This design comes from an exercise in tuning for small area, a short achievable clock period and few clock cycles per item on the open sky130 flow, not from production work.
The RTL was checked by simulation tests, not by an equivalence proof against the original design.

## yarrow
## magnetometer_heading_unpack
module magnetometer_heading_unpack
(
    input  wire logic              clk,
    input  wire logic              rst_n,
    input  wire logic              in_valid,
    output logic                   in_ready,
    input  wire logic [7:0]        x_high_byte,
    input  wire logic [7:0]        x_low_byte,
    input  wire logic [7:0]        y_high_byte,
    input  wire logic [7:0]        y_low_byte,
    input  wire logic [7:0]        z_high_byte,
    input  wire logic [7:0]        z_low_byte,
    output logic                   out_valid,
    input  wire logic              out_ready,
    output logic signed [15:0]     mag_x,
    output logic signed [15:0]     mag_y,
    output logic signed [15:0]     mag_z,
    output logic [16:0]            heading
);
clock: 6.0 ns
lec_check: 0
cap_margin: 20
core_margin: 2
core_utilization: 60
cts_buf_list: sky130_fd_sc_hd__clkbuf_16
cts_cluster_diameter: 80
cts_cluster_size: 25
setup_slack_margin: 2.35
slew_margin: 20
run.sh (not shown) runs the stock make flow with config.mk's settings and CLKGATE_MAP_FILE= SYNTH_SCRIPT=/design/flow/synth_recipe.tcl, a recipe that flattens the netlist after the stock synthesis.
Testbench counts of yarrow, summed over its fixed seeds: cycles 16,120, items 16,000.
Input-level comparison between pepper and yarrow:
# yarrow
export LEC_CHECK = 0
export CAP_MARGIN = 20
export CORE_MARGIN = 2
export CORE_UTILIZATION = 60
export CTS_BUF_LIST = sky130_fd_sc_hd__clkbuf_16
export CTS_CLUSTER_DIAMETER = 80
export CTS_CLUSTER_SIZE = 25
export SETUP_SLACK_MARGIN = 2.35
export SLEW_MARGIN = 20
create_clock -name core_clock -period 6.0 [get_ports {clk}]
# pepper
export LEC_CHECK = 0
export CAP_MARGIN = 20
export CORE_MARGIN = 2
export CORE_UTILIZATION = 70
export SETUP_SLACK_MARGIN = 2.5
export SLEW_MARGIN = 20
create_clock -name core_clock -period 6.0 [get_ports {clk}]
[summary]
Cell area | pepper vs yarrow | pepper larger
Synthesized instance count: pepper vs yarrow identical
Final hold slack of yarrow is on par with pepper.
The post-detailed-route via-to-cell ratio of pepper exceeds that of yarrow by about 8%.
Higher post-layout worst setup margin was reported by pepper, not yarrow.
Clock tree buffer count of the final layout (yarrow / pepper): 0.45
clkdlybuf4s50_1 as the highest-delay cell along the critical path was reported by yarrow, and or3_1 by pepper.
Cmp yarrow and pepper / cell count after placement / lower: pepper
pepper: fraction of layout cells with a size suffix above 1 is 3.1 points higher than what yarrow reported.
Tap cell instance count ends up higher on yarrow.


magnetometer_heading_unpack again, from the RTL that the note above started with.
clock: 6.0 ns
lec_check: 0
cap_margin: 20
core_margin: 2
core_utilization: 60
cts_buf_list: sky130_fd_sc_hd__clkbuf_16
cts_cluster_diameter: 80
cts_cluster_size: 25
setup_slack_margin: 2.8
slew_margin: 20
Testbench counts at the start, summed over its fixed seeds: cycles 16,120, items 16,000.
Change:
Settings changed: SETUP_SLACK_MARGIN 2.8 to 2.2.
Design area is lower by about 6%; clock-buffer cell count does not change; synthesized area stays the same; non-clock buffer count is lower by 227; global-route usage is lower by 0.85 points; wire length is lower by 5.3%; setup slack loses 0.29 ns.


Setup of build 32:
Starting RTL as in the previous note.
// magnetometer_heading_unpack
module magnetometer_heading_unpack
(
    input  wire logic              clk,
    input  wire logic              rst_n,
    input  wire logic              in_valid,
    output logic                   in_ready,
    input  wire logic [7:0]        x_high_byte,
    input  wire logic [7:0]        x_low_byte,
    input  wire logic [7:0]        y_high_byte,
    input  wire logic [7:0]        y_low_byte,
    input  wire logic [7:0]        z_high_byte,
    input  wire logic [7:0]        z_low_byte,
    output logic                   out_valid,
    input  wire logic              out_ready,
    output logic signed [15:0]     mag_x,
    output logic signed [15:0]     mag_y,
    output logic signed [15:0]     mag_z,
    output logic [16:0]            heading
);
Settings: LEC_CHECK=0, CAP_MARGIN=20, CORE_MARGIN=2, CORE_UTILIZATION=60, CTS_BUF_LIST=sky130_fd_sc_hd__clkbuf_16, CTS_CLUSTER_DIAMETER=80, CTS_CLUSTER_SIZE=25, PLACE_DENSITY=0.75, SETUP_SLACK_MARGIN=2.5, SLEW_MARGIN=20; clock period 6.0 ns.
Build 32 was carried through to the last stage, and its layout satisfied the timing, DRC and antenna checks.
Testbench counts of build 32, summed over its fixed seeds: cycles 16,120, items 16,000.
Input-level comparison between build 68 and build 32:
diff --git a/flow/config.mk b/flow/config.mk
--- a/flow/config.mk
+++ b/flow/config.mk
@@ -9,3 +9,3 @@
 export CORE_MARGIN = 2
-export CORE_UTILIZATION = 60
+export CORE_UTILIZATION = 50
 export CTS_BUF_LIST = sky130_fd_sc_hd__clkbuf_16
@@ -13,3 +13,2 @@
 export CTS_CLUSTER_SIZE = 25
-export PLACE_DENSITY = 0.75
 export SETUP_SLACK_MARGIN = 2.5
==> comparison <==
Build 68 finished every step from synthesis to the final layout, and the layout passed the timing, DRC and antenna checks. Changes observed in build 68 relative to build 32: area fraction of clock buffers and clock inverters now larger; register area share after synthesis flat. Compared with build 32, build 68 shows aggregate routed wire length that has gone up by a few percent. Delta (build 68 minus build 32): routed metal-1 wire length went up by 4.9%, worst setup slack went up by 0.024 ns, number of rows created at floorplan went up by 13, via count went down by 712.
Changes in build 53 relative to build 68:
diff --git a/flow/config.mk b/flow/config.mk
--- a/flow/config.mk
+++ b/flow/config.mk
@@ -9,3 +9,3 @@
 export CORE_MARGIN = 2
-export CORE_UTILIZATION = 50
+export CORE_UTILIZATION = 60
 export CTS_BUF_LIST = sky130_fd_sc_hd__clkbuf_16
--- outcome ---
Build 53 was carried through to the last stage, and its layout satisfied the timing, DRC and antenna checks. | cell area after synthesis | build 68 vs build 53 | ≈ equal |. Re number of global-route vias before repair: build 53 and build 68 aren't equal, and the higher value belongs to build 53. Re mean number of vias per cell: build 53 and build 68 aren't equal, and the lower value belongs to build 68. Compared with build 68, build 53 ends up with less cell area.

-- static timing again, ports no longer ideal --
Ports are ideal in the flow. The routed layouts listed here were re-timed in OpenROAD. Step 1 sets driving cells, clkbuf_16 on the clock port and buf_2 on the other inputs (assumed; they add their load-dependent delay and slew). Step 2 also shifts input and output timing later by t, the mid clock arrival at the registers, as if the neighbouring blocks saw the same clock. Slacks: ideal / step 1 / step 2; pairs: ideal / step 1.
| run | t, ns | setup slack, ns | clock arrival spread, ns | worst register clock-pin slew, ns |
|---|---|---|---|---|
| yarrow | 0.791 | 2.404 / 2.407 / 1.644 | 0.037 / 0.038 | 0.10 / 0.10 |
| pepper | 0.831 | 2.446 / 2.486 / 1.656 | 0.065 / 0.065 | 0.07 / 0.07 |
| the first run of note 2 | 0.794 | 2.541 / 2.541 / 1.781 | 0.042 / 0.041 | 0.10 / 0.10 |
| the second run of note 2 | 0.789 | 2.250 / 2.242 / 1.543 | 0.041 / 0.040 | 0.10 / 0.10 |
| build 32 | 0.816 | 2.457 / 2.482 / 1.673 | 0.061 / 0.061 | 0.10 / 0.10 |
| build 68 | 0.795 | 2.481 / 2.507 / 1.712 | 0.073 / 0.073 | 0.10 / 0.10 |
| build 53 | 0.790 | 2.477 / 2.477 / 1.797 | 0.041 / 0.040 | 0.10 / 0.10 |
After both steps setup and hold are still met in every run listed. The setup slack of pepper, which loses most, moves by +0.040 ns with the drivers and by -0.790 ns with both steps.
